What follows belongs to an exercise in optimizing a design on an open flow for small area; a production flow would make more cautious choices.
No run shown here included a check of the RTL's function; only the layout flow was run.

==> flow/design.v, too long to show whole: its modules and the start of the top module <==
// module muldiv_unit: 1483 lines
module muldiv_unit #(
    parameter int unsigned MUL_CYCLES = 2,
    parameter int unsigned DIV_ITERS  = 32
) (
    input  logic        clk,
    input  logic        rst,
    input  logic        start,
    input  logic [1:0]  op,
    input  logic        flush,
    input  logic [31:0] srca,
    input  logic [31:0] srcb,
    output logic        stall,
    output logic        busy,
    output logic        done,
    output logic [31:0] hi,
    output logic [31:0] lo
);
  // ...
==> flow/run.sh <==
#!/bin/bash
# synth_recipe.tcl (not shown) runs the flow's synth.tcl, then flattens the netlist and writes it again
# the make line also repeats each setting of config.mk as NAME=value (left out here)
make -C /OpenROAD-flow-scripts/flow DESIGN_CONFIG=/design/flow/config.mk WORK_HOME=/design/flow/orfs CLKGATE_MAP_FILE= SYNTH_SCRIPT=/design/flow/synth_recipe.tcl finish
==> flow/config.mk <==
export PLATFORM = sky130hd
export DESIGN_NAME = muldiv_unit
export DESIGN_NICKNAME = muldiv_unit
export VERILOG_FILES = /design/flow/design.v
export SDC_FILE = /design/flow/constraint.sdc
export NUM_CORES = 4
export LEC_CHECK = 0
export CAP_MARGIN = 20
export CORE_MARGIN = 2
export CORE_UTILIZATION = 60
export GPL_TIMING_DRIVEN = 0
export SLEW_MARGIN = 20
==> flow/constraint.sdc <==
create_clock -name core_clock -period 10.5 [get_ports {clk}]
set_input_delay 2.1000 -clock core_clock [delete_from_list [all_inputs] [get_ports {clk}]]
set_output_delay 2.1000 -clock core_clock [all_outputs]
set_load 0.01 [all_outputs]
==> out/results.txt, run 1 <==
setup slack, reg-to-reg = 1.89 ns
post-DR wirelength/cell = 29.01 um
TAP cells = 335
mux cell area share after synthesis = 0.03621
biggest registers after layout = h_q (34), l_q (32), cnt_q (6)
share of cells above drive strength 1 = 0.2631
placed cell areas = 17,850 um^2
I/O pin count = 137
DP Wirelength = 52,410 um
max cap viols = 0
Setup Crit Path Kind = input port to output pin
total track usage = 0.5008
worst path bufs/invs = 7
CP max stage cell = fa_2
DRT iter0 DRCs = 2,725
area of the multi-input gates = 14,620 um^2
final setup fails = 23
synth cell count leaders = inv_1, a22oi_1, nor2_1
largest family of logic cells by synthesized area = adder cells
Critical Path Start = srca[31]
final worst slack = -0.4689 ns
min-delay worst type = flop to flop
Synth cell types = 70
clock latency on the worst-skew pair = 0.34 ns
GRT met2 Usage = 0.7724
setup TNS = -4.833 ns
largest net degree at the start of global routing = 14
syn_nets = 2,297
grt ovf = 0
antenna viol nets, final = 0
TritonCTS Sinks = 73
YS warnings = 2
Synth Area in Adders = 0.2928
crit-path max cell delay = 0.48 ns
status = finished with violations
met3 WL = 11,380 um
SO Faults = setup timing
==> run 2: changes to the inputs <==
--- a/flow/config.mk
+++ b/flow/config.mk
@@ -10,3 +10,2 @@
 export CORE_UTILIZATION = 60
-export GPL_TIMING_DRIVEN = 0
 export SLEW_MARGIN = 20
==> out/results.txt, run 2 <==
status = finished with violations (unchanged)
SO Faults = setup timing (unchanged)
critical path arrival = 8.89 ns (was 8.87 ns)
largest net degree at the start of global routing = 82 (was 14)
via count = 18,290 (was 17,630)
hold_ws = 0.4480 ns (was 0.4386 ns)
final design utilization = 0.8496 (was 0.8054)
antenna viol nets, final = 0 (unchanged)
Critical Path Start = srca[23] (was srca[31])
row count = 59 (unchanged)
Synth async-reset ratio = 0 (unchanged)
Fin. Hold Viols = 0 (unchanged)
TritonCTS Sinks = 73 (unchanged)
Worst-Margin Slew = 0.9568 ns (was 0.8764 ns)
final setup fails = 26 (was 23)
Mean Syn Cell Area = 8.228 um^2 (unchanged)
WL final = 71,330 um (was 73,910 um)
CTS Buf Count = 9 (unchanged)
number of enable flip-flop cells after synthesis = 0 (unchanged)
cell area after synthesis = 16,100 um^2 (unchanged)
Endpoint, Worst Hold = cnt_q[0] (unchanged)
largest register by flop count = h_q (unchanged)
placed cell areas = 19,920 um^2 (was 17,850 um^2)
synth cell count leaders = inv_1, a22oi_1, nor2_1 (unchanged)
min-delay worst type = flop to flop (unchanged)
vias per std cell = 6.732 (was 6.918)
clk slew on worst S/H paths = 0.06 ns (about the same)
Slew Limit Fails = 0 (unchanged)
die area = 28,160 um^2 (unchanged)
overall die width = 167.8 um (unchanged)
top_reg_cell synth = dfxtp_1 (unchanged)
min cycle time layout = 10.99 ns (was 10.97 ns)
Synth area leaders = fa_1, a22oi_1, dfxtp_1 (unchanged)
# diodes = 0 (was 1)
# port buffers = 136 (was 132)
Initial Util = 0.6144 (unchanged)
setup TNS = -7.449 ns (was -4.833 ns)
H-tree levels = 3 (unchanged)
CP max FO = 5 (was 10)
number of global-route vias before repair = 17,460 (was 17,080)
# DRC = 0 (unchanged)
hold buffer count at CTS = 0 (unchanged)
Final GP Congestion = 1.029 (was 1.097)
most common cell in the synthesized netlist = inv_1 (unchanged)
Critical Path RT = 8.40 ns (about the same)
final worst slack = -0.4868 ns (was -0.4689 ns)
max cap viols = 0 (unchanged)
max reg flops = 34 (unchanged)
type of origin of the critical path = input port (unchanged)
YS warnings = 2 (unchanged)
CTS tree = yes (unchanged)
root buffer cell = clkbuf_16 (unchanged)
worst path bufs/invs = 7 (unchanged)
clock latency on the worst-skew pair = 0.34 ns (about the same)
Area Growth Syn to Fin = 38.28% (was 31.08%)
CTS Buffer Depth = 2 (unchanged)
share of cells above drive strength 1 = 0.3272 (was 0.2631)
biggest registers after layout = h_q (34), l_q (32), cnt_q (6) (unchanged)
Synth cell types = 70 (unchanged)
DRT Pass-1 Iters = 7 (was 9)
Final nets = 2,716 (was 2,548)
RSZ-0062 raised after global routing = yes (unchanged)
Place WS = -1.492 ns (was -2.653 ns)
post-synth top area share = 0.2213 (unchanged)
I/O pin count = 137 (unchanged)
global-route wire length before repair = 97,410 um (was 105,200 um)
Max Clock Skew = 0.01114 ns (was 0.01100 ns)
setup slack, reg-to-reg = 2.32 ns (was 1.89 ns)
Finished Cell Area = 22,270 um^2 (was 21,110 um^2)
DRT iter0 DRCs = 2,957 (was 2,725)
startpoint of the worst hold path = cnt_q[0] (unchanged)
delay-heaviest family, CP = adder cells (unchanged)
R2R Path Start = cnt_q[3] (was cnt_q[0])
crit-path max cell delay = 0.54 ns (was 0.48 ns)
reg2reg end = l_q[23] (was h_q[25])
Die Ht = 167.8 um (unchanged)
initial antenna violation count = 1 (unchanged)
fin cells = 2,716 (was 2,548)
CP max stage cell = fa_2 (unchanged)
Final Cycle Share = 1.046 (was 1.045)
post-DR wirelength/cell = 26.26 um (was 29.01 um)
CP endpoint kind = output pin (unchanged)
total track usage = 0.4454 (was 0.5008)
core area = 26,210 um^2 (unchanged)
share of the yosys chip area belonging to registers = 0.09076 (unchanged)
max_slew headroom = 0.3563 (was 0.4096)
flops & latches, synth = 73 (unchanged)
fmax = 91.02 MHz (was 91.17 MHz)
Hold Path Cell Cnt = 1 (unchanged)
Post-Syn Instances = 1,957 (unchanged)
syn_nets = 2,297 (unchanged)
DP Wirelength = 47,390 um (was 52,410 um)
grt ovf = 0 (unchanged)
Cells after DPL = 2,621 (was 2,424)
commonest non-fill, non-tap cells in the layout = buf_4, inv_1, nor2_1 (was inv_1, nor2_1, a22oi_1)
leading cell type in the layout, fill and taps excluded = buf_4 (was inv_1)
Setup Crit Path Kind = input port to output pin (unchanged)
R2R depth = 32 (was 37)
cell taking the most area after synthesis = fa_1 (unchanged)
## run 2: routing by layer
metal / GRT usage / up-vias / wire length [um]
li1: - / 7391 / -
met1: 0.5604 / 8564 / 24170
met2: 0.7091 / 1759 / 30500
met3: 0.1150 / 571 / 10210
met4: 0.2318 / 0 / 6437
met5: 0 / - / 0
## run 2: cell families (layout without fill, tap and decap cells)
family                     after synthesis  after routing  share of synthesized area
buffers and inverters                  398            821                     0.1065
DFF                                     73             73                    0.09076
adders and majority gates              270            270                     0.2928
muxes                                   55             55                    0.03621
AOI/OAI and AO/OA                      490            491                     0.2093
and+or+nand+nor                        404            404                     0.1192
xor gates and xnor gates               267            267                     0.1452
## run 2: worst max-delay path by stage
stage              to  cells after the start
6_report       hi[21]                     27
3_5_place_dp   hi[29]                     27
3_3_place_gp   hi[30]                     26
2_1_floorplan  hi[30]                     26
4_1_cts        hi[26]                     29
5_1_grt        hi[21]                     27
## run 2: repair_timing
| action | CTS | global route |
|---|---|---|
| pin swaps | 162 | 92 |
| buffers inserted | 55 | 33 |
| resized for setup | 334 | 167 |
| hold endpoints to repair | 0 | 0 |
| endpoints found under the setup margin | 32 | 29 |
| gates cloned | 3 | 1 |
## run 2: final cells by class
type                       instances  area (um^2)
tap                              335        419.2
clock buffer                       9        225.2
sequential                        73         1465
clock inverter                     7        83.83
timing repair buffer             575         4838
fill                            1483         3941
multi-input combinational       1487        14370
inverter                         230        865.8

## static timing again, ports no longer ideal
No port has a modelled driver above. Below, the same layouts with a new extraction and two added sets of constraints.
Step 1 assumes that a clkbuf_16 drives the clock port and a buf_2 every other input.
Step 2 also shifts input and output timing later by t, the mid clock arrival at the registers, as if the neighbouring blocks saw the same clock.
Slacks: ideal / step 1 / step 2; pairs: ideal / step 1.
| run | shift t [ns] | slack for setup (ns) | worst setup path after step 2 | latest minus earliest clock arrival (ns) |
|---|---|---|---|---|
| run 1 | 0.373 | -0.469 / -0.499 / -0.499 | input to output | 0.011 / 0.011 |
| run 2 | 0.372 | -0.487 / -0.518 / -0.518 | input to output | 0.011 / 0.012 |
The setup slack of run 2, which loses most, moves by -0.031 ns with the drivers and by -0.031 ns with both steps.
